This is an optimization exercise on Yosys and OpenROAD, whose aim is small area, a short achievable clock period and few clock cycles, not a production implementation.
Function was checked by simulation only, so behaviour that the tests miss may differ from the original.
No activity file was given, so power comes from the tool's default toggle rates.

[design/flow/run.sh]
#!/bin/bash
# synth_recipe.tcl (not shown) runs the flow's synth.tcl, then flattens the netlist and writes it again
# the make line also repeats each setting of config.mk as NAME=value (left out here)
make -C /OpenROAD-flow-scripts/flow DESIGN_CONFIG=/design/flow/config.mk WORK_HOME=/design/flow/orfs CLKGATE_MAP_FILE= SYNTH_SCRIPT=/design/flow/synth_recipe.tcl finish
[design/flow/config.mk]
export PLATFORM = sky130hd
export DESIGN_NAME = deadline_ordered_timer_callout_queue
export DESIGN_NICKNAME = deadline_ordered_timer_callout_queue
export VERILOG_FILES = /design/flow/design.v
export SDC_FILE = /design/flow/constraint.sdc
export NUM_CORES = 4
export LEC_CHECK = 0
export CAP_MARGIN = 20
export CORE_MARGIN = 2
export CORE_UTILIZATION = 50
export PLACE_DENSITY = 0.6
export SETUP_SLACK_MARGIN = 5
export SLEW_MARGIN = 20
[design/flow/constraint.sdc]
create_clock -name core_clock -period 11.0 [get_ports {i_clk}]
set_input_delay 2.2000 -clock core_clock [delete_from_list [all_inputs] [get_ports {i_clk}]]
set_output_delay 2.2000 -clock core_clock [all_outputs]
set_load 0.01 [all_outputs]
[design/flow/design.v]
package dotcq_pkg;
    localparam int ENTRIES = 16;
    localparam int IDX_W   = $clog2(ENTRIES);
    localparam int TIME_W  = 48;
    localparam int PER_W   = 32;
    localparam int ID_W    = 4;
    localparam int STEP_W  = 16;
    localparam logic [1:0] MODE_TICK   = 2'd0;
    localparam logic [1:0] MODE_AT     = 2'd1;
    localparam logic [1:0] MODE_AFTER  = 2'd2;
    localparam logic [1:0] MODE_CANCEL = 2'd3;
endpackage
module dotcq_ge (
    input  logic [dotcq_pkg::TIME_W-1:0]  i_x,
    input  logic [dotcq_pkg::TIME_W-1:0]  i_d,
    output logic                          o_ge,
    output logic                          o_eq
);
    localparam int TIME_W = dotcq_pkg::TIME_W;
    logic [63:0] lt0, gt0;
    logic [31:0] lt1, gt1;
    logic [15:0] lt2, gt2;
    logic [7:0]  lt3, gt3;
    logic [3:0]  lt4, gt4;
    logic [1:0]  lt5, gt5;
    logic        lt6, gt6;
    always_comb begin
        lt0 = '0;
        gt0 = '0;
        for (int i = 0; i < TIME_W-1; i++) begin
            lt0[i] = ~i_x[i] & i_d[i];
            gt0[i] = i_x[i] & ~i_d[i];
        end
        for (int i = 0; i < 32; i++) begin
            lt1[i] = lt0[2*i+1] | (~gt0[2*i+1] & lt0[2*i]);
            gt1[i] = gt0[2*i+1] | (~lt0[2*i+1] & gt0[2*i]);
        end
        for (int i = 0; i < 16; i++) begin
            lt2[i] = lt1[2*i+1] | (~gt1[2*i+1] & lt1[2*i]);
            gt2[i] = gt1[2*i+1] | (~lt1[2*i+1] & gt1[2*i]);
        end
        for (int i = 0; i < 8; i++) begin
            lt3[i] = lt2[2*i+1] | (~gt2[2*i+1] & lt2[2*i]);
            gt3[i] = gt2[2*i+1] | (~lt2[2*i+1] & gt2[2*i]);
        end
        for (int i = 0; i < 4; i++) begin
            lt4[i] = lt3[2*i+1] | (~gt3[2*i+1] & lt3[2*i]);
            gt4[i] = gt3[2*i+1] | (~lt3[2*i+1] & gt3[2*i]);
        end
        for (int i = 0; i < 2; i++) begin
            lt5[i] = lt4[2*i+1] | (~gt4[2*i+1] & lt4[2*i]);
            gt5[i] = gt4[2*i+1] | (~lt4[2*i+1] & gt4[2*i]);
        end
        lt6 = lt5[1] | (~gt5[1] & lt5[0]);
        gt6 = gt5[1] | (~lt5[1] & gt5[0]);
    end
    assign o_ge = ~(i_x[TIME_W-1] ^ i_d[TIME_W-1] ^ lt6);
    assign o_eq = ~lt6 & ~gt6 & ~(i_x[TIME_W-1] ^ i_d[TIME_W-1]);
endmodule
module dotcq_cell (
    input  logic                          i_clk,
    input  logic                          i_wr_dl,
    input  logic                          i_wr_per,
    input  logic [dotcq_pkg::TIME_W-1:0]  i_x,
    input  logic [dotcq_pkg::PER_W-1:0]   i_per,
    output logic [dotcq_pkg::TIME_W-1:0]  o_dl,
    output logic [dotcq_pkg::PER_W-1:0]   o_per,
    output logic                          o_ge,
    output logic                          o_eq
);
    logic [dotcq_pkg::TIME_W-1:0] r_dl;
    logic [dotcq_pkg::PER_W-1:0]  r_per;
    dotcq_ge u_ge (
        .i_x (i_x),
        .i_d (r_dl),
        .o_ge(o_ge),
        .o_eq(o_eq)
    );
    assign o_dl  = r_dl;
    assign o_per = r_per;
    always_ff @(posedge i_clk) begin
        if (i_wr_dl) begin
            r_dl <= i_x;
        end
        if (i_wr_per) begin
            r_per <= i_per;
        end
    end
endmodule
module dotcq_add (
    input  logic [dotcq_pkg::TIME_W-1:0]  i_a,
    input  logic [dotcq_pkg::TIME_W-1:0]  i_b,
    output logic [dotcq_pkg::TIME_W-1:0]  o_s
);
    localparam int TIME_W = dotcq_pkg::TIME_W;
    logic [TIME_W-1:0] p0;
    logic [TIME_W-1:0] g [7];
    logic [TIME_W-1:0] p [7];
    always_comb begin
        p0   = i_a ^ i_b;
        g[0] = i_a & i_b;
        p[0] = p0;
        for (int l = 0; l < 6; l++) begin
            for (int i = 0; i < TIME_W; i++) begin
                if (((i >> l) & 1) == 1) begin
                    g[l+1][i] = g[l][i] | (p[l][i] & g[l][((i >> l) << l) - 1]);
                    p[l+1][i] = p[l][i] & p[l][((i >> l) << l) - 1];
                end else begin
                    g[l+1][i] = g[l][i];
                    p[l+1][i] = p[l][i];
                end
            end
        end
        o_s = p0 ^ {g[6][TIME_W-2:0], 1'b0};
    end
endmodule
module deadline_ordered_timer_callout_queue (
    input  logic                          i_clk,
    input  logic                          i_rst_n,
    input  logic                          i_valid,
    output logic                          o_ready,
    input  logic [1:0]                    i_mode,
    input  logic [dotcq_pkg::ID_W-1:0]    i_entry_id,
    input  logic [dotcq_pkg::TIME_W-1:0]  i_when_time,
    input  logic [dotcq_pkg::PER_W-1:0]   i_repeat_period,
    output logic                          o_valid,
    input  logic                          i_ready,
    output logic [dotcq_pkg::ID_W-1:0]    o_fired_entry,
    output logic [dotcq_pkg::TIME_W-1:0]  o_fired_deadline,
    output logic [dotcq_pkg::TIME_W-1:0]  o_current_time,
    output logic                          o_last_of_tick,
    input  logic                          i_cfg_valid,
    output logic                          o_cfg_ready,
    input  logic [dotcq_pkg::STEP_W-1:0]  i_cfg_time_step
);
    localparam int ENTRIES = dotcq_pkg::ENTRIES;
    localparam int IDX_W   = dotcq_pkg::IDX_W;
    localparam int TIME_W  = dotcq_pkg::TIME_W;
    localparam int PER_W   = dotcq_pkg::PER_W;
    localparam int STEP_W  = dotcq_pkg::STEP_W;
    localparam logic [1:0] MODE_TICK   = dotcq_pkg::MODE_TICK;
    localparam logic [1:0] MODE_AT     = dotcq_pkg::MODE_AT;
    localparam logic [1:0] MODE_AFTER  = dotcq_pkg::MODE_AFTER;
    localparam logic [1:0] MODE_CANCEL = dotcq_pkg::MODE_CANCEL;
    logic [STEP_W-1:0]   r_step;
    logic [TIME_W-1:0]   r_ta;
    logic [TIME_W-1:0]   r_ftime;
    logic [ENTRIES-1:0]  r_armed;
    logic [ENTRIES-1:0]  r_pend;
    logic                r_firing;
    logic                r_bef [ENTRIES][ENTRIES];
    logic                r_a_v;
    logic [1:0]          r_a_mode;
    logic [IDX_W-1:0]    r_a_id;
    logic [TIME_W-1:0]   r_a_when;
    logic [PER_W-1:0]    r_a_per;
    logic                r_x_v;
    logic [1:0]          r_x_mode;
    logic [IDX_W-1:0]    r_x_id;
    logic [TIME_W-1:0]   r_x_x;
    logic [PER_W-1:0]    r_x_per;
    logic                r_ra_v;
    logic [PER_W-1:0]    r_ra_per;
    logic                r_j0_v;
    logic [IDX_W-1:0]    r_j0_id;
    logic [TIME_W-1:0]   r_j0_x;
    logic [ENTRIES-1:0]  r_j0_newer;
    logic                r_j1_v;
    logic [IDX_W-1:0]    r_j1_id;
    logic [TIME_W-1:0]   r_j1_x;
    logic [ENTRIES-1:0]  r_j1_newer;
    logic [TIME_W-1:0]   c_dl  [ENTRIES];
    logic [PER_W-1:0]    c_per [ENTRIES];
    logic [ENTRIES-1:0]  ge;
    logic [ENTRIES-1:0]  eq;
    logic [ENTRIES-1:0]  wr_dl;
    logic [ENTRIES-1:0]  wr_per;
    logic                a_move;
    logic                x_take;
    logic [TIME_W-1:0]   add_a;
    logic [TIME_W-1:0]   x_sum;
    logic                fire_go;
    logic                bank_rq;
    logic                do_arm;
    logic                do_tick;
    logic                do_cancel;
    logic                consume;
    logic                serve;
    logic [ENTRIES-1:0]  rq_oh;
    logic [ENTRIES-1:0]  j0_oh;
    logic [ENTRIES-1:0]  j1_oh;
    logic [TIME_W-1:0]   x;
    logic [TIME_W-1:0]   ra_x;
    logic                j0_due;
    logic                j1_due;
    logic                j0_eq_unused;
    logic                j1_eq_unused;
    logic [ENTRIES-1:0]  due;
    logic [ENTRIES-1:0]  row;
    logic [ENTRIES-1:0]  pend_nx;
    logic                new_job;
    logic                rm0;
    logic                rm1;
    logic                keep0;
    logic                keep1;
    logic [ENTRIES-1:0]  newer_add;
    logic [ENTRIES-1:0]  sel;
    logic [ENTRIES-1:0]  rest;
    logic [TIME_W-1:0]   sel_dl;
    logic [PER_W-1:0]    sel_per;
    logic [IDX_W-1:0]    sel_id;
    assign o_cfg_ready = 1'b1;
    assign o_ready = !r_a_v || a_move;
    assign a_move  = !r_x_v || x_take;
    always_ff @(posedge i_clk) begin
        if (o_ready) begin
            r_a_mode <= i_mode;
            r_a_id   <= i_entry_id;
            r_a_per  <= i_repeat_period;
            r_a_when <= (i_mode == MODE_TICK) ? TIME_W'(r_step) : i_when_time;
        end
    end
    assign add_a = (r_a_mode == MODE_AT) ? '0 : r_ta;
    dotcq_add u_add_x (
        .i_a(add_a),
        .i_b(r_a_when),
        .o_s(x_sum)
    );
    always_ff @(posedge i_clk) begin
        if (a_move) begin
            r_x_mode <= r_a_mode;
            r_x_id   <= r_a_id;
            r_x_per  <= r_a_per;
            r_x_x    <= x_sum;
        end
    end
    assign bank_rq = r_x_v && !r_firing && r_x_mode != MODE_CANCEL &&
                     !(r_j1_v && r_ra_v) && !(r_ra_v && r_x_mode == MODE_TICK);
    assign do_arm    = bank_rq && r_x_mode != MODE_TICK;
    assign do_tick   = bank_rq && r_x_mode == MODE_TICK;
    assign do_cancel = r_x_v && !r_firing && r_x_mode == MODE_CANCEL;
    assign consume   = bank_rq || do_cancel;
    assign x_take    = consume;
    assign serve     = r_j0_v && !bank_rq;
    always_comb begin
        for (int i = 0; i < ENTRIES; i++) begin
            rq_oh[i] = (r_x_id == IDX_W'(i));
            j0_oh[i] = (r_j0_id == IDX_W'(i));
            j1_oh[i] = (r_j1_id == IDX_W'(i));
        end
    end
    assign x      = bank_rq ? r_x_x : r_j0_x;
    assign wr_dl  = (do_arm ? rq_oh : '0) | (serve ? j0_oh : '0);
    assign wr_per = do_arm ? rq_oh : '0;
    genvar g;
    generate
        for (g = 0; g < ENTRIES; g++) begin : g_cell
            dotcq_cell u_cell (
                .i_clk   (i_clk),
                .i_wr_dl (wr_dl[g]),
                .i_wr_per(wr_per[g]),
                .i_x     (x),
                .i_per   (r_x_per),
                .o_dl    (c_dl[g]),
                .o_per   (c_per[g]),
                .o_ge    (ge[g]),
                .o_eq    (eq[g])
            );
        end
    endgenerate
    dotcq_ge u_ge_j0 (
        .i_x (r_x_x),
        .i_d (r_j0_x),
        .o_ge(j0_due),
        .o_eq(j0_eq_unused)
    );
    dotcq_ge u_ge_j1 (
        .i_x (r_x_x),
        .i_d (r_j1_x),
        .o_ge(j1_due),
        .o_eq(j1_eq_unused)
    );
    always_comb begin
        due = ge;
        if (r_j0_v) begin
            due = (due & ~j0_oh) | (j0_due ? j0_oh : '0);
        end
        if (r_j1_v) begin
            due = (due & ~j1_oh) | (j1_due ? j1_oh : '0);
        end
    end
    assign row = do_arm ? ge : (ge & ~(r_j0_newer & eq));
    always_ff @(posedge i_clk) begin
        for (int a = 0; a < ENTRIES; a++) begin
            for (int b = a + 1; b < ENTRIES; b++) begin
                if (wr_dl[b]) begin
                    r_bef[a][b] <= row[a];
                end else if (wr_dl[a]) begin
                    r_bef[a][b] <= ~row[b];
                end
            end
        end
    end
    always_comb begin
        for (int a = 0; a < ENTRIES; a++) begin
            sel[a] = r_pend[a];
            for (int b = 0; b < ENTRIES; b++) begin
                if (a < b) begin
                    sel[a] = sel[a] & (~r_pend[b] | r_bef[a][b]);
                end else if (a > b) begin
                    sel[a] = sel[a] & (~r_pend[b] | ~r_bef[b][a]);
                end
            end
        end
    end
    always_comb begin
        sel_dl  = '0;
        sel_per = '0;
        sel_id  = '0;
        for (int a = 0; a < ENTRIES; a++) begin
            sel_dl  = sel_dl  | (sel[a] ? c_dl[a]  : '0);
            sel_per = sel_per | (sel[a] ? c_per[a] : '0);
            sel_id  = sel_id  | (sel[a] ? IDX_W'(a) : '0);
        end
    end
    assign rest    = r_pend & ~sel;
    assign fire_go = r_firing && !(r_j0_v && |(r_pend & j0_oh)) &&
                     !(r_j1_v && |(r_pend & j1_oh)) && (!o_valid || i_ready);
    always_comb begin
        pend_nx = r_pend;
        if (do_tick) begin
            pend_nx = r_armed & due;
        end
        if (fire_go) begin
            pend_nx = rest;
        end
    end
    dotcq_add u_add_ra (
        .i_a(o_fired_deadline),
        .i_b(TIME_W'(r_ra_per)),
        .o_s(ra_x)
    );
    assign new_job   = r_ra_v && !((do_arm || do_cancel) && r_x_id == o_fired_entry);
    assign rm0       = serve || ((do_arm || do_cancel) && r_x_id == r_j0_id);
    assign rm1       = (do_arm || do_cancel) && r_x_id == r_j1_id;
    assign keep0     = r_j0_v && !rm0;
    assign keep1     = r_j1_v && !rm1;
    assign newer_add = do_arm ? rq_oh : '0;
    always_ff @(posedge i_clk) begin
        if (!i_rst_n) begin
            r_step   <= STEP_W'(1);
            r_ta     <= '0;
            r_armed  <= '0;
            r_pend   <= '0;
            r_firing <= 1'b0;
            r_a_v    <= 1'b0;
            r_x_v    <= 1'b0;
            r_ra_v   <= 1'b0;
            r_j0_v   <= 1'b0;
            r_j1_v   <= 1'b0;
            o_valid  <= 1'b0;
        end else begin
            if (i_cfg_valid) begin
                r_step <= i_cfg_time_step;
            end
            if (o_ready) begin
                r_a_v <= i_valid;
            end
            if (a_move) begin
                r_x_v <= r_a_v;
                if (r_a_v && r_a_mode == MODE_TICK) begin
                    r_ta <= x_sum;
                end
            end
            if (o_valid && i_ready) begin
                o_valid <= 1'b0;
            end
            r_pend   <= pend_nx;
            r_firing <= |pend_nx;
            if (do_arm) begin
                r_armed <= r_armed | rq_oh;
            end
            if (do_cancel) begin
                r_armed <= r_armed & ~rq_oh;
            end
            r_ra_v <= 1'b0;
            if (fire_go) begin
                o_valid <= 1'b1;
                if (sel_per == '0) begin
                    r_armed <= r_armed & ~sel;
                end else begin
                    r_ra_v <= 1'b1;
                end
            end
            r_j0_v <= keep0 || keep1 || new_job;
            r_j1_v <= (keep0 && keep1) || ((keep0 || keep1) && new_job);
        end
    end
    always_ff @(posedge i_clk) begin
        if (do_tick) begin
            r_ftime <= r_x_x;
        end
        if (keep0) begin
            r_j0_newer <= r_j0_newer | newer_add;
        end else if (keep1) begin
            r_j0_id    <= r_j1_id;
            r_j0_x     <= r_j1_x;
            r_j0_newer <= r_j1_newer | newer_add;
        end else begin
            r_j0_id    <= o_fired_entry;
            r_j0_x     <= ra_x;
            r_j0_newer <= newer_add;
        end
        if (keep0 && keep1) begin
            r_j1_newer <= r_j1_newer | newer_add;
        end else begin
            r_j1_id    <= o_fired_entry;
            r_j1_x     <= ra_x;
            r_j1_newer <= newer_add;
        end
        if (fire_go) begin
            r_ra_per         <= sel_per;
            o_fired_entry    <= sel_id;
            o_fired_deadline <= sel_dl;
            o_current_time   <= r_ftime;
            o_last_of_tick   <= (rest == '0);
        end
    end
endmodule
==> results of run 1 <==
worst max-delay path, delay by kind of cell, from the launching register on:
| kind | cells | cell delay [ns] |
|---|---|---|
| AO/OA/AOI/OAI | 4 | 1.19 |
| buffers and inverters | 4 | 1.57 |
| AND/OR/NAND/NOR | 8 | 2.13 |
| flip-flops | 1 | 0.91 |
cell type report:
| type | instances | area (um2) |
|---|---|---|
| clock buffers | 250 | 5470 |
| inverters | 342 | 1420 |
| diodes | 18 | 45.0 |
| fillers | 16380 | 83900 |
| repair inverters | 7 | 35.0 |
| well taps | 2640 | 3300 |
| multi-input cells | 5639 | 38200 |
| repair buffers | 499 | 4520 |
| flip-flops and latches | 1992 | 58500 |
| clock inverters | 145 | 1820 |
cells by family after synthesis:
logic type,Yosys count,synth area share [%]
AOI/OAI and AO/OA,2913,20.3
DFF,1992,58.9
and+or+nand+nor,1959,9.29
buffers and inverters,874,3.54
adders and majority gates,545,5.81
xor gates and xnor gates,114,1.01
muxes,107,1.14
other,1,0.00378
per-layer routing:
layer,GRT usage (%),vias up
met5,0,-
met4,25.1,12
met3,12.1,1321
met2,61.0,6175
met1,54.8,40712
li1,-,33767
through the flow:
stage | setup WS [ns] | hold slack [ns] | utilization, % | area, um2 | cells
after global routing | 4.98 | 0.420 | 57.4 | 113000 | 11521
after global placement | 3.82 | 0.400 | 53.1 | 105000 | 11069
after detailed placement | 3.78 | 0.405 | 53.2 | 105000 | 11071
final | 4.99 | 0.412 | 57.5 | 113000 | 11532
after floorplan | 5.23 | 0.400 | - | 99200 | 8505
after CTS | 5.01 | 0.412 | 57.1 | 113000 | 11484
cells in the final DEF, fill, tap and decap left out, drive strengths merged, types with 74 or more instances in the layout:
cell and instances:
xnor2 81, a22o 258, buf 289, nor2 438, maj3 456, o22ai 113, a221oi 273, o21ai 568
o211ai 74, inv 302, edfxtp 1857, and2 78, dfxtp 135, nand2 734, nand4 147, nor2b 87
clkbuf 252, clkinv 122, a21oi 546, ha 78, a31oi 214, a21o 76, a22oi 177, clkdlybuf4s50 208
nand2b 88, nand3 127
power breakdown:
| part | total [uW] | internal, uW | switching (uW) |
|---|---|---|---|
| Sequential | 8710 | 8490 | 219 |
| Clock | 7580 | 4370 | 3210 |
| Combinational | 1800 | 557 | 1240 |
| Total | 18100 | 13400 | 4670 |
worst max-delay path by stage:
stage / endpoint / slack (ns) / cells past startpoint
global route: r_firing$_SDFF_PN0_ / 4.98 / 21
global placement: r_bef[173]$_DFFE_PP_ / 3.82 / 15
CTS: r_firing$_SDFF_PN0_ / 5.01 / 20
finish: r_armed[3]$_SDFF_PN0_ / 4.99 / 16
detailed placement: r_bef[29]$_DFFE_PP_ / 3.78 / 18
floorplan: o_ready / 5.23 / 9
repair_timing:
| action | CTS | global route |
|---|---|---|
| buffers inserted | 13 | 24 |
| pin swaps | 4 | 11 |
| gates cloned | 5 | 3 |
| setup endpoints to repair | 144 | 169 |
| hold buffers | 0 | 0 |
| resized for setup | 94 | 96 |
==> metrics.md, run 1 <==
| Metric | Value |
|---|---|
| Detail Route met3 WL | 55700 um |
| Max Cap Viol | 0 |
| Clock transition at the registers of the reported paths | 0.06 ns |
| Clk_skew | 0.0528 ns |
| Largest Register | g_cell.u_cell.r_dl |
| Total clock buffers created by CTS | 209 |
| Tot Pwr | 18100 uW |
| Crit Path Max Fanout | 35 |
| Final WL | 435000 um |
| #FFs+latches synth | 1992 |
| Slew of the pin with the lowest slew margin | 1.27 ns |
| DIE AREA | 202000 um2 |
| Critical path origin | r_pend[6]$_SDFF_PN0_ |
| Post-layout min period | 6.01 ns |
| Hold Path Class | flop to flop |
| Critical path arrival | 6.81 ns |
| First-pass GRT wire length | 593000 um |
| CP peak stage delay | 0.91 ns |
| EDFF count, synth | 1857 |
| Setup crit end kind | flop |
| Placer Congestion | 1.06 |
| Syn_nets | 8701 |
| Routed length per instance | 37.7 um |
| Cell Area, Synth | 99200 um2 |
| Final worst-path cycle share | 54.6% |
| Max FFs per register | 768 |
| Buffers on Ports | 209 |
| Grt ovf | 0 |
| Total track usage | 41.7% |
| Maximum clock rate | 0.166 GHz |
| Row cnt | 163 |
| Critical path class | flop to flop |
| Largest net degree at the start of global routing | 75 |
| Post-synth top flop | edfxtp_1 |
| Routed vias | 81987 |
| Drt drc | 0 |
| Area Growth Syn to Fin | 14.2% |
| Sequential fraction of the synthesis area | 58.9% |
| Max clock buf depth | 3 |
| Dpl hpwl | 295000 um |
| CTS H-tree depth | 4 |
| Vias in the first global route | 74925 |
| Critical Path Source Type | flop |
| Largest area contributor in the netlist | edfxtp_1 |
| Most frequent cells after synthesis | edfxtp_1 (1857), nand2_1 (734), o21ai_0 (550) |
| Asr flop ratio synth | 0% |
| Cell count after synthesis | 8505 |
| Count leader, synth | edfxtp_1 |
| Max Used Layer | met5 |
| Final net count | 8886 |
| Register-to-register setup slack | 4.99 ns |
| WL met2 | 185000 um |
| WP data required | 11.80 ns |
| Yosys warning count | 10 |
| Regs by FF count | g_cell.u_cell.r_dl: 768 flops, g_cell.u_cell.r_per: 512 flops, r_bef: 120 flops |
| Die X | 449 um |
| Reg-to-Reg End | r_armed[3]$_SDFF_PN0_ |
| Area contributors post-synth | edfxtp_1 (56%), maj3_1 (4.5%), nand2_1 (2.8%) |
| Min-delay src | r_ftime[35]$_DFFE_PP_ |
| First drt pass iteration count | 9 |
| LEAKAGE | 0.0389 uW |
| Final setup vio count | 0 |
| Sum Neg Setup Slack | 0 ns |
| Mean cell area of the mapped netlist | 11.7 um2 |
| RSZ-0062 raised after global routing | no |
| Synth top area share | 56.2% |
| Clk root buf | clkbuf_16 |
| Reg2reg path depth | 16 |
| Hold EP | o_current_time[35]$_DFFE_PP_ |
| Post-synthesis cell type count | 105 |
| Initial antenna violation count | 21 |
| WL met1 | 162000 um |
| Final hold vios | 0 |
| I/O pin count | 211 |
| TritonCTS clock tree | done |
| Worst flop-to-flop path startpoint | r_pend[6]$_SDFF_PN0_ |
| Final Max Slew Viols | 0 |
| CP max-delay cell | dfxtp_1 |
| Clock Sinks | 1992 |
| Initial Util | 50.3% |
| Share of layout cells above drive strength 1 | 10.9% |
| Post-DRT Antenna Nets | 0 |
| Crit path cell chain | inv_1, o22ai_1, or3_1, nor4_2, buf_4, buf_4, a221o_1, nor3_1, nand4_1, nor4_1, and3_1, nand4_1, inv_1, nand2_2, o21a_1, o221a_2 |
| Clock latency (worst-skew pair) | 0.92 ns |
| Status | timing/DRC/antenna clean |
| Vias per cell | 7.11 |
| Die Y | 449 um |
| Core area | 197000 um2 |
| Hold Crit Depth | 0 |
| Maximum VDD drop | 0.151 mV |
| 1st-iter DRT viols | 13270 |
| Pwr dens | 160 nW/um2 |
| Rel. slew slack | 14.8% |
Testbench counts, summed over its fixed seeds: cycles 17,633.
==> run 2, diff against run 1 <==
--- a/design/flow/design.v
+++ b/design/flow/design.v
@@ -149,9 +149,5 @@
     logic [ENTRIES-1:0]  r_pend;
+    logic [ENTRIES-1:0]  r_periodic;
     logic                r_firing;
     logic                r_bef [ENTRIES][ENTRIES];
-    logic                r_a_v;
-    logic [1:0]          r_a_mode;
-    logic [IDX_W-1:0]    r_a_id;
-    logic [TIME_W-1:0]   r_a_when;
-    logic [PER_W-1:0]    r_a_per;
     logic                r_x_v;
@@ -177,6 +173,6 @@
     logic [ENTRIES-1:0]  wr_per;
-    logic                a_move;
+    logic                acc;
     logic                x_take;
-    logic [TIME_W-1:0]   add_a;
-    logic [TIME_W-1:0]   x_sum;
+    logic [TIME_W-1:0]   ta_step;
+    logic [TIME_W-1:0]   ta_when;
     logic                fire_go;
@@ -212,24 +208,20 @@
     assign o_cfg_ready = 1'b1;
-    assign o_ready = !r_a_v || a_move;
-    assign a_move  = !r_x_v || x_take;
-    always_ff @(posedge i_clk) begin
-        if (o_ready) begin
-            r_a_mode <= i_mode;
-            r_a_id   <= i_entry_id;
-            r_a_per  <= i_repeat_period;
-            r_a_when <= (i_mode == MODE_TICK) ? TIME_W'(r_step) : i_when_time;
-        end
-    end
-    assign add_a = (r_a_mode == MODE_AT) ? '0 : r_ta;
+    assign o_ready  = !r_x_v || x_take;
+    assign acc      = i_valid && o_ready;
+    assign ta_step  = r_ta + TIME_W'(r_step);
     dotcq_add u_add_x (
-        .i_a(add_a),
-        .i_b(r_a_when),
-        .o_s(x_sum)
+        .i_a(r_ta),
+        .i_b(i_when_time),
+        .o_s(ta_when)
     );
     always_ff @(posedge i_clk) begin
-        if (a_move) begin
-            r_x_mode <= r_a_mode;
-            r_x_id   <= r_a_id;
-            r_x_per  <= r_a_per;
-            r_x_x    <= x_sum;
+        if (o_ready) begin
+            r_x_mode <= i_mode;
+            r_x_id   <= i_entry_id;
+            r_x_per  <= i_repeat_period;
+            case (i_mode)
+                MODE_TICK: r_x_x <= ta_step;
+                MODE_AT:   r_x_x <= i_when_time;
+                default:   r_x_x <= ta_when;
+            endcase
         end
@@ -355,3 +347,2 @@
             r_firing <= 1'b0;
-            r_a_v    <= 1'b0;
             r_x_v    <= 1'b0;
@@ -366,9 +357,6 @@
             if (o_ready) begin
-                r_a_v <= i_valid;
+                r_x_v <= i_valid;
             end
-            if (a_move) begin
-                r_x_v <= r_a_v;
-                if (r_a_v && r_a_mode == MODE_TICK) begin
-                    r_ta <= x_sum;
-                end
+            if (acc && i_mode == MODE_TICK) begin
+                r_ta <= ta_step;
             end
@@ -388,7 +376,4 @@
                 o_valid <= 1'b1;
-                if (sel_per == '0) begin
-                    r_armed <= r_armed & ~sel;
-                end else begin
-                    r_ra_v <= 1'b1;
-                end
+                r_armed <= r_armed & ~(sel & ~r_periodic);
+                r_ra_v  <= |(sel & r_periodic);
             end
@@ -402,2 +387,9 @@
         end
+        if (do_arm) begin
+            for (int i = 0; i < ENTRIES; i++) begin
+                if (rq_oh[i]) begin
+                    r_periodic[i] <= (r_x_per != '0);
+                end
+            end
+        end
         if (keep0) begin
--- a/design/flow/config.mk
+++ b/design/flow/config.mk
@@ -10,2 +10,4 @@
 export CORE_UTILIZATION = 50
+export CTS_CLUSTER_DIAMETER = 80
+export CTS_CLUSTER_SIZE = 20
 export PLACE_DENSITY = 0.6
==> metrics.md, run 2 <==
| Metric | Value |
|---|---|
| Clock Sinks | 1921 (was 1992) |
| Final net count | 9044 (was 8886) |
| EDFF count, synth | 1787 (was 1857) |
| Most frequent cells after synthesis | edfxtp_1 (1787), nand2_1 (702), a21oi_1 (644) (was edfxtp_1 (1857), nand2_1 (734), o21ai_0 (550)) |
| Final WL | 442000 um (was 435000 um) |
| Asr flop ratio synth | 0% (unchanged) |
| Hold Path Class | flop to flop (unchanged) |
| Max Cap Viol | 0 (unchanged) |
| Yosys warning count | 10 (unchanged) |
| Count leader, synth | edfxtp_1 (unchanged) |
| Largest area contributor in the netlist | edfxtp_1 (unchanged) |
| Total track usage | 42.2% (was 41.7%) |
| Dpl hpwl | 298000 um (was 295000 um) |
| First-pass GRT wire length | 604000 um (was 593000 um) |
| Core area | 197000 um2 (about the same) |
| Sequential fraction of the synthesis area | 56.6% (was 58.9%) |
| Placer Congestion | 1.07 (was 1.06) |
| Die X | 450 um (was 449 um) |
| Max clock buf depth | 3 (unchanged) |
| Regs by FF count | g_cell.u_cell.r_dl: 768 flops, g_cell.u_cell.r_per: 512 flops, r_bef: 120 flops (unchanged) |
| Final core occ | 55.8% (was 57.5%) |
| Maximum clock rate | 0.162 GHz (was 0.166 GHz) |
| Status | timing/DRC/antenna clean (unchanged) |
| Most common cell after layout, fill and taps aside | edfxtp_1 (unchanged) |
| Crit Path Max Fanout | 38 (was 35) |
| Vias in the first global route | 76669 (was 74925) |
| Routed vias | 84986 (was 81987) |
| Critical path class | flop to flop (unchanged) |
| First drt pass iteration count | 9 (unchanged) |
| Share of layout cells above drive strength 1 | 9.97% (was 10.9%) |
| Net Switching | 3960 uW (was 4670 uW) |
| Synth top area share | 53.9% (was 56.2%) |
| Total clock buffers created by CTS | 139 (was 209) |
| TritonCTS clock tree | done (unchanged) |
| Post-synthesis cell type count | 118 (was 105) |
| Initial antenna violation count | 32 (was 21) |
| DIE AREA | 203000 um2 (was 202000 um2) |
| Final Cell Area | 110000 um2 (was 113000 um2) |
| Cell count after synthesis | 8757 (was 8505) |
| Slew of the pin with the lowest slew margin | 1.18 ns (was 1.27 ns) |
| Grt ovf | 0 (unchanged) |
| CP peak stage delay | 0.69 ns (was 0.91 ns) |
| Clk pwr share | 35.7% (was 41.9%) |
| Drt drc | 0 (unchanged) |
| Critical path arrival | 6.86 ns (was 6.81 ns) |
| Sw frac | 26.5% (was 25.8%) |
| Vias per cell | 7.34 (was 7.11) |
| #FFs+latches synth | 1921 (was 1992) |
| Largest Register | g_cell.u_cell.r_dl (unchanged) |
| Area contributors post-synth | edfxtp_1 (54%), a221oi_1 (3.4%), a21oi_1 (3.2%) (was edfxtp_1 (56%), maj3_1 (4.5%), nand2_1 (2.8%)) |
| Pwr dens | 136 nW/um2 (was 160 nW/um2) |
| Clock latency (worst-skew pair) | 0.84 ns (was 0.92 ns) |
| RSZ-0062 raised after global routing | yes (was no) |
| Maximum VDD drop | 0.165 mV (was 0.151 mV) |
| Area after DPL | 105000 um2 (about the same) |
| Reg power frac | 54.8% (was 48.2%) |
| CTS H-tree depth | 4 (unchanged) |
| Routed length per instance | 38.2 um (was 37.7 um) |
| Most frequent cells in the layout | edfxtp_1 (1787), nand2_1 (701), a21oi_1 (624) (was edfxtp_1 (1857), nand2_1 (730), o21ai_0 (530)) |
| Cell Area, Synth | 99500 um2 (was 99200 um2) |
| Worst hold margin | 0.423 ns (was 0.412 ns) |
| Clk root buf | clkbuf_16 (unchanged) |
| Setup crit end kind | flop (unchanged) |
| Clk_skew | 0.0397 ns (was 0.0528 ns) |
| PnR worst setup slack | 4.82 ns (was 4.99 ns) |
| Placement Setup Slack | 3.45 ns (was 3.78 ns) |
| Clock transition at the registers of the reported paths | 0.08 ns (was 0.06 ns) |
| Area Growth Syn to Fin | 10.8% (was 14.2%) |
| Final hold vios | 0 (unchanged) |
| Logic pwr share | 9.6% (was 9.9%) |
| Largest net degree at the start of global routing | 66 (was 75) |
| Final Max Slew Viols | 0 (unchanged) |
| 1st-iter DRT viols | 15198 (was 13270) |
| Rel. slew slack | 21.4% (was 14.8%) |
| Row cnt | 163 (unchanged) |
| CP max-delay cell | a31oi_1 (was dfxtp_1) |
| Syn_nets | 8970 (was 8701) |
| Final setup vio count | 0 (unchanged) |
| Post-layout min period | 6.18 ns (was 6.01 ns) |
| I/O pin count | 211 (unchanged) |
| Critical Path Most Common Cell | buf_4 |
| LEAKAGE | 0.0375 uW (was 0.0389 uW) |
| Critical Path Source Type | flop (unchanged) |
| WP data required | 11.68 ns (was 11.80 ns) |
| Die Y | 450 um (was 449 um) |
| Mean cell area of the mapped netlist | 11.4 um2 (was 11.7 um2) |
| Post-DRT Antenna Nets | 0 (unchanged) |
| Final worst-path cycle share | 56.2% (was 54.6%) |
| Pint | 11000 uW (was 13400 uW) |
| Max FFs per register | 768 (unchanged) |
| # hold bufs at CTS | 0 (unchanged) |
| Crit path cell chain | o21ba_1, buf_4, o211ai_4, buf_6, a21oi_2, buf_4, a221oi_1, o221ai_1, nand3_1, nand4_1, a31oi_1, o211ai_1, a21oi_1, xnor2_1, a22oi_1, nor4_2, a41oi_2 (was inv_1, o22ai_1, or3_1, nor4_2, buf_4, buf_4, a221o_1, nor3_1, nand4_1, nor4_1, and3_1, nand4_1, inv_1, nand2_2, o21a_1, o221a_2) |
| Post-synth top flop | edfxtp_1 (unchanged) |
| Initial Util | 50.4% (was 50.3%) |
| Sum Neg Setup Slack | 0 ns (unchanged) |
| Buffers on Ports | 209 (unchanged) |
run 2: changes by cell type after synthesis, sizes merged, moves of 70 or more:
cell,delta
a21oi,+106
a221oi,+113
edfxtp,-70
a22o,+82
maj3,-183
a22oi,-117
run 2: cells by family after synthesis:
logic type,share of synthesized area [%]
AND/OR/NAND/NOR,9.24
AO/OA/AOI/OAI,23.3
flip-flops,56.6
multiplexers,1.15
XOR/XNOR,1.62
adder cells (fa/ha/maj),4.19
buffers and inverters,3.88
other,0.00377
run 2: power by group through the flow:
stage | sequential, uW | combinational [uW] | clock [uW]
2_1_floorplan | 8270 | 767 | 0
3_5_place_dp | 8340 | 1310 | 0
6_report | 8190 | 1430 | 5330
3_3_place_gp | 8340 | 1300 | 0
4_1_cts | 8180 | 1330 | 5360
5_1_grt | 8190 | 1480 | 5600
run 2: critical path, delay by kind of cell, from the launching register on:
kind,cells,cell delay [ns]
flip-flops,1,0.53
AO/OA/AOI/OAI,10,3.32
AND/OR/NAND/NOR,3,0.92
buffers and inverters,3,1.00
XOR/XNOR,1,0.24
run 2: path summary, 6_finish.rpt:
check                           depth (start not counted)  slack, ns                           end             startpoint
worst max-delay path                                   17       4.82           r_firing$_SDFF_PN0_  r_x_mode[1]$_DFFE_PN_
worst min-delay path                                    0       0.42  o_current_time[21]$_DFFE_PP_  r_ftime[21]$_DFFE_PP_
worst max register to register                         17       4.82           r_firing$_SDFF_PN0_  r_x_mode[1]$_DFFE_PN_
worst min register to register                          0       0.42  o_current_time[21]$_DFFE_PP_  r_ftime[21]$_DFFE_PP_
run 2: timing repair:
action / CTS / global route
pin swaps: 3 / 10
endpoints found under the setup margin: 157 / 159
cloned: 4 / 7
setup buffers: 6 / 26
resized for setup: 62 / 69
endpoints found under the hold margin: 0 / 0
run 2: area by class of cell:
type,count,area [um2]
timing repair inverter,7,35.0
fill,16763,87200
tap,2640,3300
multi-input combinational,5892,40100
antenna,20,50.0
clock buffer,152,3570
sequential,1921,56400
timing repair buffer,497,4480
clock inverter,74,810
inverter,373,1480
run 2: metal layers:
metal / routed length, um / GRT usage (%) / part of all wire [%]
met2: 182000 / 59.3 / 41
met5: 219 / 0 / 0.050
met3: 60600 / 12.3 / 14
met4: 31300 / 24.5 / 7.1
met1: 168000 / 58.0 / 38
run 2: stage by stage:
step / instances / total power [uW]
final: 11576 / 15000
after global routing: 11557 / 15300
after CTS: 11523 / 14900
after detailed placement: 11287 / 9650
after global placement: 11287 / 9640
after floorplan: 8757 / 9040
Testbench counts of run 2, summed over its fixed seeds: cycles 17,625.
==> run 3, diff against run 2 <==
==> design/flow/flow/run.sh (new file) <==
#!/bin/bash
set -euo pipefail
export SETUP_SLACK_MARGIN=6
bash standard.sh > layout.log 2>&1
==> design/flow/standard.sh (new file) <==
#!/bin/bash
# synth_recipe.tcl (not shown) runs the flow's synth.tcl, then flattens the netlist and writes it again
# the make line also repeats each setting of config.mk as NAME=value (left out here)
make -C /OpenROAD-flow-scripts/flow DESIGN_CONFIG=/design/flow/config.mk WORK_HOME=/design/flow/orfs CLKGATE_MAP_FILE= SYNTH_SCRIPT=/design/flow/synth_recipe.tcl "${@:-finish}"
--- a/design/flow/config.mk
+++ b/design/flow/config.mk
@@ -13,3 +13,2 @@
 export PLACE_DENSITY = 0.6
-export SETUP_SLACK_MARGIN = 5
 export SLEW_MARGIN = 20
removed: design/flow/run.sh
==> metrics.md, run 3 <==
| Metric | Value |
|---|---|
| Area contributors post-synth | edfxtp_1 (54%), a221oi_1 (3.4%), a21oi_1 (3.2%) (unchanged) |
| Max Used Layer | met5 (unchanged) |
| Clk root buf | clkbuf_16 (unchanged) |
| Post-synth top flop | edfxtp_1 (unchanged) |
| Initial Util | 50.4% (unchanged) |
| RSZ-0062 raised after global routing | yes (unchanged) |
| Most frequent cells after synthesis | edfxtp_1 (1787), nand2_1 (702), a21oi_1 (644) (unchanged) |
| Rel. slew slack | 8.93% (was 21.4%) |
| Largest net degree at the start of global routing | 85 (was 66) |
| Mean cell area of the mapped netlist | 11.4 um2 (unchanged) |
| Asr flop ratio synth | 0% (unchanged) |
| Drt drc | 0 (unchanged) |
| Dpl cells | 11284 (was 11287) |
| Tot Pwr | 15400 uW (was 15000 uW) |
| Post-layout min period | 5.19 ns (was 6.18 ns) |
| Largest Register | g_cell.u_cell.r_dl (unchanged) |
| LEAKAGE | 0.0398 uW (was 0.0375 uW) |
| #FFs+latches synth | 1921 (unchanged) |
| Reg power frac | 53.2% (was 54.8%) |
| Critical Path Source Type | flop (unchanged) |
| Area Growth Syn to Fin | 16.6% (was 10.8%) |
| Hold Crit Depth | 0 (unchanged) |
| Core area | 197000 um2 (unchanged) |
| Share of layout cells above drive strength 1 | 15.2% (was 9.97%) |
| Min-delay src | r_ftime[6]$_DFFE_PP_ (was r_ftime[21]$_DFFE_PP_) |
| Setup crit end kind | flop (unchanged) |
| Net Switching | 4160 uW (was 3960 uW) |
| Syn_nets | 8970 (unchanged) |
| Detail Route met3 WL | 68100 um (was 60600 um) |
| Final setup vio count | 0 (unchanged) |
| Most common cell after layout, fill and taps aside | edfxtp_1 (unchanged) |
| WP data required | 11.76 ns (was 11.68 ns) |
| TritonCTS clock tree | done (unchanged) |
| Final worst-path cycle share | 47.2% (was 56.2%) |
| Buffers on Ports | 209 (unchanged) |
| Clock Sinks | 1921 (unchanged) |
| Sw frac | 27.0% (was 26.5%) |
| Critical path origin | r_x_x[44]$_DFFE_PN_ (was r_x_mode[1]$_DFFE_PN_) |
| Max clock buf depth | 3 (unchanged) |
| Yosys warning count | 10 (unchanged) |
| Sum Neg Setup Slack | 0 ns (unchanged) |
| Max FFs per register | 768 (unchanged) |
| Count leader, synth | edfxtp_1 (unchanged) |
| Sequential fraction of the synthesis area | 56.6% (unchanged) |
| Total clock buffers created by CTS | 137 (was 139) |
| Clock transition at the registers of the reported paths | 0.09 ns (was 0.08 ns) |
| Maximum VDD drop | 0.160 mV (was 0.165 mV) |
| Die X | 450 um (unchanged) |
| Hold Path Class | flop to flop (unchanged) |
| CTS H-tree depth | 4 (unchanged) |
| Vias per cell | 7.38 (was 7.34) |
| Final hold vios | 0 (unchanged) |
| Final WL | 463000 um (was 442000 um) |
| Final Max Slew Viols | 0 (unchanged) |
| Routed length per instance | 39.3 um (was 38.2 um) |
| Largest area contributor in the netlist | edfxtp_1 (unchanged) |
| Vias in the first global route | 78171 (was 76669) |
| FILL cells | 16417 (was 16763) |
| Post-synthesis cell type count | 118 (unchanged) |
| Most frequent cells in the layout | edfxtp_1 (1787), nand2_1 (697), a21oi_1 (594) (was edfxtp_1 (1787), nand2_1 (701), a21oi_1 (624)) |
| Final net count | 9281 (was 9044) |
| Maximum clock rate | 0.193 GHz (was 0.162 GHz) |
| WL met1 | 171000 um (was 168000 um) |
| Pint | 11200 uW (was 11000 uW) |
| Reg2reg path depth | 15 (was 17) |
| Max Cap Viol | 0 (unchanged) |
| Initial antenna violation count | 26 (was 32) |
| Placer Congestion | 1.03 (was 1.07) |
| Grt ovf | 0 (unchanged) |
| I/O pin count | 211 (unchanged) |
| Row cnt | 163 (unchanged) |
| Cell Area, Synth | 99500 um2 (unchanged) |
| Critical path class | flop to flop (unchanged) |
| Pwr dens | 133 nW/um2 (was 136 nW/um2) |
| Final Non-Filler Cells | 11802 (was 11576) |
| Clk_skew | 0.0338 ns (was 0.0397 ns) |
| Logic pwr share | 11.3% (was 9.6%) |
| Slew of the pin with the lowest slew margin | 1.35 ns (was 1.18 ns) |
| Critical path arrival | 5.96 ns (was 6.86 ns) |
| First-pass GRT wire length | 623000 um (was 604000 um) |
| Regs by FF count | g_cell.u_cell.r_dl: 768 flops, g_cell.u_cell.r_per: 512 flops, r_bef: 120 flops (unchanged) |
| Worst flop-to-flop path startpoint | r_x_x[44]$_DFFE_PN_ (was r_x_mode[1]$_DFFE_PN_) |
| WL met2 | 190000 um (was 182000 um) |
| Hold EP | o_current_time[6]$_DFFE_PP_ (was o_current_time[21]$_DFFE_PP_) |
| First drt pass iteration count | 9 (unchanged) |
| Post-DRT Antenna Nets | 0 (unchanged) |
| Clk pwr share | 35.5% (was 35.7%) |
| Reg-to-Reg End | r_firing$_SDFF_PN0_ (unchanged) |
| Routed vias | 87151 (was 84986) |
| Total track usage | 43.6% (was 42.2%) |
| Crit Path Max Fanout | 16 (was 38) |
| Die Y | 450 um (unchanged) |
| DIE AREA | 203000 um2 (unchanged) |
| Dpl hpwl | 302000 um (was 298000 um) |
| Status | timing/DRC/antenna clean (unchanged) |
| EDFF count, synth | 1787 (unchanged) |
| Synth top area share | 53.9% (unchanged) |
| 1st-iter DRT viols | 14859 (was 15198) |
| # hold bufs at CTS | 0 (unchanged) |
| Clock latency (worst-skew pair) | 0.87 ns (was 0.84 ns) |
| Cell count after synthesis | 8757 (unchanged) |
| Register-to-register setup slack | 5.81 ns (was 4.82 ns) |
[run 3: how the worst max path moves through the flow]
stage	slack, ns	endpoint
2_1_floorplan	5.86	r_x_x[47]$_DFFE_PN_
3_3_place_gp	3.74	r_firing$_SDFF_PN0_
3_5_place_dp	3.62	r_firing$_SDFF_PN0_
4_1_cts	5.84	r_firing$_SDFF_PN0_
5_1_grt	5.82	r_firing$_SDFF_PN0_
6_report	5.81	r_firing$_SDFF_PN0_
[run 3: cell type report]
cell class	instances	area, um2	area share, %
flip-flops and latches	1921	56400	48.6
diodes	8	20.0	0.0173
well taps	2640	3300	2.85
clock inverters	67	1010	0.870
clock buffers	158	3540	3.05
inverters	373	1570	1.35
multi-input cells	5897	42200	36.4
repair buffers	732	8000	6.90
repair inverters	6	30.0	0.0259
[run 3: metrics by stage]
step	util [%]	setup slack, ns	hold slack, ns	area, um2
6_report	58.8	5.81	0.420	116000
5_1_grt	58.8	5.82	0.428	116000
4_1_cts	57.0	5.84	0.415	113000
3_5_place_dp	53.1	3.62	0.405	105000
3_3_place_gp	53.1	3.74	0.401	105000
2_1_floorplan	-	5.86	0.400	99500
[run 3: power groups by stage]
stage / registers, uW / clock network [uW] / logic, uW
after floorplan: 8270 / 0 / 768
after global placement: 8350 / 0 / 1300
after detailed placement: 8350 / 0 / 1310
after CTS: 8180 / 5480 / 1490
after global routing: 8200 / 5720 / 1790
final: 8190 / 5460 / 1750
[run 3: timing repair]
item	4_1_cts	5_1_grt
buffers inserted	87	143
pin swaps	65	105
setup endpoints to repair	786	384
endpoints found under the hold margin	0	0
cloned	21	33
gates resized for setup	436	346
[run 3: worst max-delay path, cell delays in order, from the launching register on]
cell       delay, ns
edfxtp_1        0.78
nor2b_1         0.30
maj3_1          0.37
a21oi_2         0.51
o2111ai_1       0.28
or4_1           0.56
a2111o_1        0.41
nand3_2         0.10
xnor2_2         0.08
buf_4           0.24
nand3_1         0.20
a31oi_1         0.13
or4b_1          0.58
o31a_1          0.14
and4b_1         0.22
a41oi_2         0.19
[run 3: cells by family after synthesis]
logic type / after synthesis / synth area share, %
buf+inv: 946 / 3.88
flops: 1921 / 56.6
simple gates: 1949 / 9.24
mux: 106 / 1.15
other cells: 1 / 0.00377
xor+xnor: 183 / 1.62
fa+ha+maj: 379 / 4.19
compound gates: 3272 / 23.3
[run 3: metal layers]
layer | track usage [%] | vias up
met5 | 0.450 | -
met4 | 25.2 | 24
met3 | 14.3 | 1493
met2 | 61.2 | 7183
met1 | 58.8 | 43139
li1 | - | 35312
==> run 4, diff against run 3 <==
--- a/design/flow/design.v
+++ b/design/flow/design.v
@@ -151,2 +151,3 @@
     logic                r_firing;
+    logic                r_bank;
     logic                r_bef [ENTRIES][ENTRIES];
@@ -179,2 +180,8 @@
     logic                bank_rq;
+    logic                bank_nx;
+    logic                x_v_nx;
+    logic [1:0]          x_mode_nx;
+    logic                firing_nx;
+    logic                ra_v_nx;
+    logic                j1_v_nx;
     logic                do_arm;
@@ -228,4 +235,3 @@
     end
-    assign bank_rq = r_x_v && !r_firing && r_x_mode != MODE_CANCEL &&
-                     !(r_j1_v && r_ra_v) && !(r_ra_v && r_x_mode == MODE_TICK);
+    assign bank_rq = r_bank;
     assign do_arm    = bank_rq && r_x_mode != MODE_TICK;
@@ -340,2 +346,9 @@
     assign newer_add = do_arm ? rq_oh : '0;
+    assign x_v_nx    = o_ready ? i_valid : r_x_v;
+    assign x_mode_nx = o_ready ? i_mode : r_x_mode;
+    assign firing_nx = |pend_nx;
+    assign ra_v_nx   = fire_go && |(sel & r_periodic);
+    assign j1_v_nx   = (keep0 && keep1) || ((keep0 || keep1) && new_job);
+    assign bank_nx   = x_v_nx && !firing_nx && x_mode_nx != MODE_CANCEL &&
+                       !(j1_v_nx && ra_v_nx) && !(ra_v_nx && x_mode_nx == MODE_TICK);
     always_ff @(posedge i_clk) begin
@@ -347,2 +360,3 @@
             r_firing <= 1'b0;
+            r_bank   <= 1'b0;
             r_x_v    <= 1'b0;
@@ -366,3 +380,4 @@
             r_pend   <= pend_nx;
-            r_firing <= |pend_nx;
+            r_firing <= firing_nx;
+            r_bank   <= bank_nx;
             if (do_arm) begin
@@ -373,3 +388,3 @@
             end
-            r_ra_v <= 1'b0;
+            r_ra_v <= ra_v_nx;
             if (fire_go) begin
@@ -377,6 +392,5 @@
                 r_armed <= r_armed & ~(sel & ~r_periodic);
-                r_ra_v  <= |(sel & r_periodic);
             end
             r_j0_v <= keep0 || keep1 || new_job;
-            r_j1_v <= (keep0 && keep1) || ((keep0 || keep1) && new_job);
+            r_j1_v <= j1_v_nx;
         end
==> metrics.md, run 4 <==
| Metric | Value |
|---|---|
| Post-DRT Antenna Nets | 0 (unchanged) |
| Regs by FF count | g_cell.u_cell.r_dl: 768 flops, g_cell.u_cell.r_per: 512 flops, r_bef: 120 flops (unchanged) |
| Area after DPL | 110000 um2 (was 105000 um2) |
| Min-delay src | r_ftime[15]$_DFFE_PP_ (was r_ftime[6]$_DFFE_PP_) |
| Reg2reg path depth | 15 (unchanged) |
| Initial antenna violation count | 34 (was 26) |
| FILL cells | 17608 (was 16417) |
| Initial Util | 50.4% (about the same) |
| Hold Path Class | flop to flop (unchanged) |
| First drt pass iteration count | 7 (was 9) |
| RSZ-0062 raised after global routing | yes (unchanged) |
| Clk root buf | clkbuf_16 (unchanged) |
| Most common cell after layout, fill and taps aside | edfxtp_1 (unchanged) |
| EDFF count, synth | 1785 (was 1787) |
| Max clock buf depth | 3 (unchanged) |
| Routed vias | 93493 (was 87151) |
| Placer Congestion | 1.05 (was 1.03) |
| Most frequent cells after synthesis | edfxtp_1 (1785), nand2_1 (776), o21ai_0 (726) (was edfxtp_1 (1787), nand2_1 (702), a21oi_1 (644)) |
| Tot Pwr | 16300 uW (was 15400 uW) |
| Maximum VDD drop | 0.175 mV (was 0.160 mV) |
| Crit Path Max Fanout | 37 (was 16) |
| Yosys warning count | 10 (unchanged) |
| Final Cell Area | 117000 um2 (was 116000 um2) |
| Total clock buffers created by CTS | 142 (was 137) |
| Rel. slew slack | 14.4% (was 8.93%) |
| Syn_nets | 9937 (was 8970) |
| Vias per cell | 7.36 (was 7.38) |
| Final Max Slew Viols | 0 (unchanged) |
| Critical path arrival | 5.75 ns (was 5.96 ns) |
| Clock transition at the registers of the reported paths | 0.09 ns (about the same) |
| # hold bufs at CTS | 0 (unchanged) |
| Buffers on Ports | 209 (unchanged) |
| TritonCTS clock tree | done (unchanged) |
| Final hold vios | 0 (unchanged) |
| Largest Register | g_cell.u_cell.r_dl (unchanged) |
| Vias in the first global route | 84017 (was 78171) |
| Clock Sinks | 1922 (was 1921) |
| Asr flop ratio synth | 0% (unchanged) |
| I/O pin count | 211 (unchanged) |
| Share of layout cells above drive strength 1 | 10.2% (was 15.2%) |
| Mean cell area of the mapped netlist | 10.8 um2 (was 11.4 um2) |
| Maximum clock rate | 0.195 GHz (was 0.193 GHz) |
| Hold Crit Depth | 0 (unchanged) |
| Setup crit end kind | flop (unchanged) |
| Sequential fraction of the synthesis area | 53.9% (was 56.6%) |
| Total track usage | 44.0% (was 43.6%) |
| Core area | 207000 um2 (was 197000 um2) |
| Critical path class | flop to flop (unchanged) |
| #FFs+latches synth | 1922 (was 1921) |
| Status | timing/DRC/antenna clean (unchanged) |
| Final WL | 483000 um (was 463000 um) |
| WP data required | 11.62 ns (was 11.76 ns) |
| Cell Area, Synth | 105000 um2 (was 99500 um2) |
| Clock latency (worst-skew pair) | 0.87 ns (about the same) |
| Routed length per instance | 38.0 um (was 39.3 um) |
| First-pass GRT wire length | 660000 um (was 623000 um) |
| Final worst-path cycle share | 46.6% (was 47.2%) |
| Die Y | 461 um (was 450 um) |
| Synth top area share | 51.3% (was 53.9%) |
| Area contributors post-synth | edfxtp_1 (51%), o21ai_0 (3.5%), a221oi_1 (3.3%) (was edfxtp_1 (54%), a221oi_1 (3.4%), a21oi_1 (3.2%)) |
| Final setup vio count | 0 (unchanged) |
| Post-synth top flop | edfxtp_1 (unchanged) |
| Pwr dens | 139 nW/um2 (was 133 nW/um2) |
| Final net count | 9998 (was 9281) |
| Reg-to-Reg End | r_bef[122]$_DFFE_PP_ (was r_firing$_SDFF_PN0_) |
| Most frequent cells in the layout | edfxtp_1 (1785), nand2_1 (771), o21ai_0 (708) (was edfxtp_1 (1787), nand2_1 (697), a21oi_1 (594)) |
| Register-to-register setup slack | 5.87 ns (was 5.81 ns) |
| Final core occ | 56.4% (was 58.8%) |
| Max Cap Viol | 0 (unchanged) |
| Worst flop-to-flop path startpoint | r_bank$_SDFF_PN0_ (was r_x_x[44]$_DFFE_PN_) |
| Largest net degree at the start of global routing | 86 (was 85) |
| Critical Path Source Type | flop (unchanged) |
| Grt ovf | 0 (unchanged) |
| 1st-iter DRT viols | 16274 (was 14859) |
| Drt drc | 0 (unchanged) |
| Cell count after synthesis | 9724 (was 8757) |
| Count leader, synth | edfxtp_1 (unchanged) |
| Largest area contributor in the netlist | edfxtp_1 (unchanged) |
| Max FFs per register | 768 (unchanged) |
| Hold EP | o_current_time[15]$_DFFE_PP_ (was o_current_time[6]$_DFFE_PP_) |
| DIE AREA | 213000 um2 (was 203000 um2) |
| Post-layout min period | 5.13 ns (was 5.19 ns) |
| Post-synthesis cell type count | 117 (was 118) |
| Die X | 461 um (was 450 um) |
| Slew of the pin with the lowest slew margin | 1.28 ns (was 1.35 ns) |
| LEAKAGE | 0.0397 uW (was 0.0398 uW) |
| Sum Neg Setup Slack | 0 ns (unchanged) |
| Row cnt | 167 (was 163) |
| CTS H-tree depth | 4 (unchanged) |
| Dpl hpwl | 327000 um (was 302000 um) |
| Clk_skew | 0.0493 ns (was 0.0338 ns) |
| Area Growth Syn to Fin | 11.8% (was 16.6%) |
## run 4: layer usage
layer,GRT usage [%],share of wire [%],up-vias
li1,-,-,38387
met1,59.4,38,46014
met2,61.0,40,7536
met3,14.1,14,1526
met4,27.6,7.8,30
met5,0,0.040,-
## run 4: timing repair
action / in CTS / in global routing
buffers inserted: 42 / 30
setup endpoints to repair: 174 / 133
cloned: 11 / 4
gates resized for setup: 202 / 116
pin swaps: 22 / 23
## run 4: report_power, final
part,internal [uW],switching [uW],total [uW]
Combinational,700,1640,2340
Clock,2560,3030,5590
Sequential,8170,177,8350
## run 4: through the flow
stage	cells	worst slack, ns	hold WS, ns
final	12697	5.87	0.417
after global routing	12686	5.91	0.431
after CTS	12648	5.95	0.424
after detailed placement	12341	3.65	0.405
after global placement	12340	3.84	0.402
after floorplan	9724	6.00	0.400
## run 4: worst max-delay path by stage
stage                      startpoint                   end  slack, ns  cells past startpoint
global route                  i_ready     r_bank$_SDFF_PN0_       5.91                     13
CTS                    i_when_time[4]   r_x_x[42]$_DFFE_PP_       5.95                     13
finish              r_bank$_SDFF_PN0_  r_bef[122]$_DFFE_PP_       5.87                     15
detailed placement  r_bank$_SDFF_PN0_  r_bef[124]$_DFFE_PP_       3.65                     14
global placement    r_bank$_SDFF_PN0_  r_bef[124]$_DFFE_PP_       3.84                     14
floorplan              i_when_time[5]   r_x_x[47]$_DFFE_PP_       6.00                     14
## run 4: worst max-delay path, stage by stage, from the launching register on
cell      delay, ns
dfxtp_4        0.47
buf_16         0.28
buf_16         0.26
mux2i_2        0.25
buf_6          0.30
nand2b_2       0.32
o21ai_0        0.12
a21oi_1        0.34
a221oi_1       0.11
o21bai_1       0.84
and2_1         0.28
nand3_1        0.09
o311ai_0       0.39
o21ai_1        0.18
buf_4          0.25
mux2_2         0.29
## run 4: cells by family (layout without fill, tap and decap cells)
logic type,after synthesis,after routing,synth area share (%)
simple gates,2408,2408,11.1
xor+xnor,172,172,1.44
other cells,1,15,0.00359
mux,126,129,1.33
flops,1922,1922,53.9
fa+ha+maj,279,279,3.02
compound gates,3758,3758,25.0
buf+inv,1058,1226,4.18
## run 4: layout make-up
type / instances / area (um2) / share of cell area [%]
clock inverter: 79 / 1080 / 0.927
sequential: 1922 / 56300 / 48.2
tap: 2788 / 3490 / 2.98
timing repair buffer: 549 / 5220 / 4.47
antenna: 14 / 35.0 / 0.0300
inverter: 418 / 1690 / 1.45
multi-input combinational: 6747 / 45400 / 38.8
clock buffer: 175 / 3690 / 3.16
timing repair inverter: 5 / 25.0 / 0.0214
Testbench counts of run 4, summed over its fixed seeds: cycles 17,625.
==> run 5, diff against run 4 <==
--- a/design/flow/design.v
+++ b/design/flow/design.v
@@ -153,2 +153,7 @@
     logic                r_bef [ENTRIES][ENTRIES];
+    logic                r_a_v;
+    logic [1:0]          r_a_mode;
+    logic [IDX_W-1:0]    r_a_id;
+    logic [TIME_W-1:0]   r_a_when;
+    logic [PER_W-1:0]    r_a_per;
     logic                r_x_v;
@@ -174,6 +179,6 @@
     logic [ENTRIES-1:0]  wr_per;
-    logic                acc;
+    logic                a_move;
     logic                x_take;
-    logic [TIME_W-1:0]   ta_step;
-    logic [TIME_W-1:0]   ta_when;
+    logic [TIME_W-1:0]   add_a;
+    logic [TIME_W-1:0]   x_sum;
     logic                fire_go;
@@ -215,20 +220,24 @@
     assign o_cfg_ready = 1'b1;
-    assign o_ready  = !r_x_v || x_take;
-    assign acc      = i_valid && o_ready;
-    assign ta_step  = r_ta + TIME_W'(r_step);
+    assign o_ready = !r_a_v || a_move;
+    assign a_move  = !r_x_v || x_take;
+    always_ff @(posedge i_clk) begin
+        if (o_ready) begin
+            r_a_mode <= i_mode;
+            r_a_id   <= i_entry_id;
+            r_a_per  <= i_repeat_period;
+            r_a_when <= (i_mode == MODE_TICK) ? TIME_W'(r_step) : i_when_time;
+        end
+    end
+    assign add_a = (r_a_mode == MODE_AT) ? '0 : r_ta;
     dotcq_add u_add_x (
-        .i_a(r_ta),
-        .i_b(i_when_time),
-        .o_s(ta_when)
+        .i_a(add_a),
+        .i_b(r_a_when),
+        .o_s(x_sum)
     );
     always_ff @(posedge i_clk) begin
-        if (o_ready) begin
-            r_x_mode <= i_mode;
-            r_x_id   <= i_entry_id;
-            r_x_per  <= i_repeat_period;
-            case (i_mode)
-                MODE_TICK: r_x_x <= ta_step;
-                MODE_AT:   r_x_x <= i_when_time;
-                default:   r_x_x <= ta_when;
-            endcase
+        if (a_move) begin
+            r_x_mode <= r_a_mode;
+            r_x_id   <= r_a_id;
+            r_x_per  <= r_a_per;
+            r_x_x    <= x_sum;
         end
@@ -346,4 +355,4 @@
     assign newer_add = do_arm ? rq_oh : '0;
-    assign x_v_nx    = o_ready ? i_valid : r_x_v;
-    assign x_mode_nx = o_ready ? i_mode : r_x_mode;
+    assign x_v_nx    = a_move ? r_a_v : r_x_v;
+    assign x_mode_nx = a_move ? r_a_mode : r_x_mode;
     assign firing_nx = |pend_nx;
@@ -361,2 +370,3 @@
             r_bank   <= 1'b0;
+            r_a_v    <= 1'b0;
             r_x_v    <= 1'b0;
@@ -371,6 +381,9 @@
             if (o_ready) begin
-                r_x_v <= i_valid;
+                r_a_v <= i_valid;
             end
-            if (acc && i_mode == MODE_TICK) begin
-                r_ta <= ta_step;
+            if (a_move) begin
+                r_x_v <= r_a_v;
+                if (r_a_v && r_a_mode == MODE_TICK) begin
+                    r_ta <= x_sum;
+                end
             end
==> design/flow/flow/run.sh (replaced) <==
#!/bin/bash
set -euo pipefail
export SETUP_SLACK_MARGIN=7
bash standard.sh > layout.log 2>&1
==> metrics.md, run 5 <==
| Metric | Value |
|---|---|
| Most frequent cells after synthesis | edfxtp_1 (1871), a21oi_1 (797), o21ai_0 (759) (was edfxtp_1 (1785), nand2_1 (776), o21ai_0 (726)) |
| Area contributors post-synth | edfxtp_1 (53%), a21oi_1 (3.8%), o21ai_0 (3.6%) (was edfxtp_1 (51%), o21ai_0 (3.5%), a221oi_1 (3.3%)) |
| Vias in the first global route | 89980 (was 84017) |
| I/O pin count | 211 (unchanged) |
| Slew of the pin with the lowest slew margin | 1.25 ns (was 1.28 ns) |
| Clock Sinks | 2009 (was 1922) |
| Yosys warning count | 10 (unchanged) |
| Most frequent cells in the layout | edfxtp_1 (1871), nand2_1 (714), a21oi_1 (690) (was edfxtp_1 (1785), nand2_1 (771), o21ai_0 (708)) |
| Largest net degree at the start of global routing | 84 (was 86) |
| Sum Neg Setup Slack | 0 ns (unchanged) |
| Critical Path Source Type | flop (unchanged) |
| Grt ovf | 0 (unchanged) |
| Mux contribution to synthesized area | 1.78% (was 1.33%) |
| Synth top area share | 52.9% (was 51.3%) |
| 1st-iter DRT viols | 19380 (was 16274) |
| Die Y | 465 um (was 461 um) |
| Initial Util | 50.2% (was 50.4%) |
| Most common cell after layout, fill and taps aside | edfxtp_1 (unchanged) |
| Clock latency (worst-skew pair) | 0.88 ns (was 0.87 ns) |
| Max clock buf depth | 3 (unchanged) |
| Final worst-path cycle share | 43.4% (was 46.6%) |
| Buffers on Ports | 209 (unchanged) |
| TritonCTS clock tree | done (unchanged) |
| Register-to-register setup slack | 6.23 ns (was 5.87 ns) |
| CTS H-tree depth | 4 (unchanged) |
| Compound-cell area share of the yosys netlist | 23.9% (was 25.0%) |
| Maximum clock rate | 0.210 GHz (was 0.195 GHz) |
| Final hold vios | 0 (unchanged) |
| Dpl hpwl | 338000 um (was 327000 um) |
| Setup crit end kind | flop (unchanged) |
| EDFF count, synth | 1871 (was 1785) |
| Maximum VDD drop | 0.177 mV (was 0.175 mV) |
| Synth Area in Adders | 2.78% (was 3.02%) |
| Final WL | 534000 um (was 483000 um) |
| Final core occ | 61.2% (was 56.4%) |
| Routed vias | 99207 (was 93493) |
| First-pass GRT wire length | 716000 um (was 660000 um) |
| Xor/xnor share of the synthesized area | 0.931% (was 1.44%) |
| Status | timing/DRC/antenna clean (unchanged) |
| Final Max Slew Viols | 0 (unchanged) |
| Die X | 465 um (was 461 um) |
| DIE AREA | 216000 um2 (was 213000 um2) |
| Pwr dens | 136 nW/um2 (was 139 nW/um2) |
| Share of layout cells above drive strength 1 | 21.2% (was 10.2%) |
| Syn_nets | 9878 (was 9937) |
| Cell Area, Synth | 106000 um2 (was 105000 um2) |
| Post-synth top flop | edfxtp_1 (unchanged) |
| Max FFs per register | 768 (unchanged) |
| Main combinational cell family by area after synthesis | compound AO/OA/AOI/OAI gates (unchanged) |
| Largest area contributor in the netlist | edfxtp_1 (unchanged) |
| Critical path origin | r_bank$_SDFF_PN0_ (unchanged) |
| Min-delay src | r_a_per[23]$_DFFE_PP_ (was r_ftime[15]$_DFFE_PP_) |
| Sequential fraction of the synthesis area | 55.5% (was 53.9%) |
| Core area | 211000 um2 (was 207000 um2) |
| #FFs+latches synth | 2009 (was 1922) |
| RSZ-0062 raised after global routing | yes (unchanged) |
| Count leader, synth | edfxtp_1 (unchanged) |
| Mean cell area of the mapped netlist | 11.0 um2 (was 10.8 um2) |
| Post-DRT Antenna Nets | 0 (unchanged) |
| Cell count after synthesis | 9682 (was 9724) |
| WP data required | 11.79 ns (was 11.62 ns) |
| Worst flop-to-flop path startpoint | r_bank$_SDFF_PN0_ (unchanged) |
| Total clock buffers created by CTS | 146 (was 142) |
| Area Growth Syn to Fin | 21.9% (was 11.8%) |
| Simple-gate share of the synthesized area | 10.8% (was 11.1%) |
| Clock transition at the registers of the reported paths | 0.08 ns (was 0.09 ns) |
| Initial antenna violation count | 31 (was 34) |
| Crit Path Max Fanout | 8 (was 37) |
| Largest Register | g_cell.u_cell.r_dl (unchanged) |
| Crit path cell chain | buf_12, buf_16, buf_12, buf_16, and3b_2, nor2_4, o221a_4, o22ai_2, o211ai_1, a211oi_2, o311ai_4, and2_4, nand2_4, a221oi_4, o21ai_2, a211oi_1, nand4_1, and4b_1 (was buf_16, buf_16, mux2i_2, buf_6, nand2b_2, o21ai_0, a21oi_1, a221oi_1, o21bai_1, and2_1, nand3_1, o311ai_0, o21ai_1, buf_4, mux2_2) |
| Final net count | 10476 (was 9998) |
## run 5: final cells by class
cell class              instances  share of cell area [%]
diodes                         17                  0.0329
clock buffers                 168                    2.90
clock inverters                73                   0.845
inverters                     438                    1.47
multi-input cells            6612                    37.6
flip-flops and latches       2009                    45.6
well taps                    2821                    2.73
repair buffers               1064                    8.84
repair inverters                9                  0.0493
## run 5: stage by stage
stage / hold WS [ns] / instances / setup WS, ns / area [um2]
3_3_place_gp: 0.401 / 12353 / 4.30 / 112000
3_5_place_dp: 0.405 / 12355 / 4.58 / 112000
4_1_cts: 0.406 / 13010 / 6.50 / 125000
2_1_floorplan: 0.400 / 9682 / 6.45 / 107000
6_report: 0.404 / 13211 / 6.23 / 129000
5_1_grt: 0.414 / 13198 / 6.33 / 129000
## run 5: timing repair
item | in CTS | in global routing
pin swaps | 203 | 226
gates cloned | 57 | 18
resized for setup | 1116 | 489
setup buffers | 357 | 162
setup endpoints to repair | 669 | 592
## run 5: layer usage
layer,global-route usage (%),share of wire [%]
met4,29.9,8.3
met5,0.156,0.089
met1,62.9,36
met2,64.2,39
met3,18.4,17
## run 5: final timing paths
path                                end  cells past startpoint
setup / recovery      r_bank$_SDFF_PN0_                     18
hold / removal    r_x_per[23]$_DFFE_PP_                      0
setup reg to reg      r_bank$_SDFF_PN0_                     18
hold reg to reg   r_x_per[23]$_DFFE_PP_                      0
## run 5: power by group
part | internal (uW) | switching, uW | leakage [uW] | total [uW]
clock | 2670 | 3130 | 0.00233 | 5800
combinational | 1090 | 2030 | 0.0236 | 3120
sequential | 8540 | 169 | 0.0184 | 8710
total | 12300 | 5330 | 0.0443 | 17600
## run 5: cell families (layout without fill, tap and decap cells)
logic type      after synthesis  after routing
flops                      2009           2009
other cells                   1             18
xor+xnor                    112            112
simple gates               2337           2344
fa+ha+maj                   262            262
buf+inv                    1069           1752
mux                         167            168
compound gates             3725           3725
## run 5: worst max-delay path, delay by kind of cell (launching register included)
kind	cells	cell delay (ns)
compound gates	8	2.33
buf+inv	4	0.66
flops	1	0.38
simple gates	6	1.29
Testbench counts of run 5, summed over its fixed seeds: cycles 17,633.

separate check: timing with driven ports:
The flow's constraints put no driver on any port. The routed layouts listed below were extracted and timed again, unchanged, in two steps.
Step 1: set_driving_cell puts a clkbuf_16 on i_clk and a buf_2 on each other input, an assumption about the parent block.
Step 2 times the ports against the registers' clock, not the clock port: input delays grow and output delays shrink by t, the midpoint of the rising clock arrivals with the driver on.
Three values: no drivers, after step 1, after step 2; two values: the first two.
run | shift t [ns] | setup WS [ns]
run 1 | 0.982 | 4.990 / 4.946 / 4.990
run 2 | 0.909 | 4.823 / 4.823 / 4.437
run 3 | 0.953 | 5.807 / 5.807 / 5.253
run 4 | 0.934 | 5.872 / 5.872 / 5.197
run 5 | 0.966 | 6.227 / 6.227 / 5.779
After both steps every run listed still meets setup and hold.
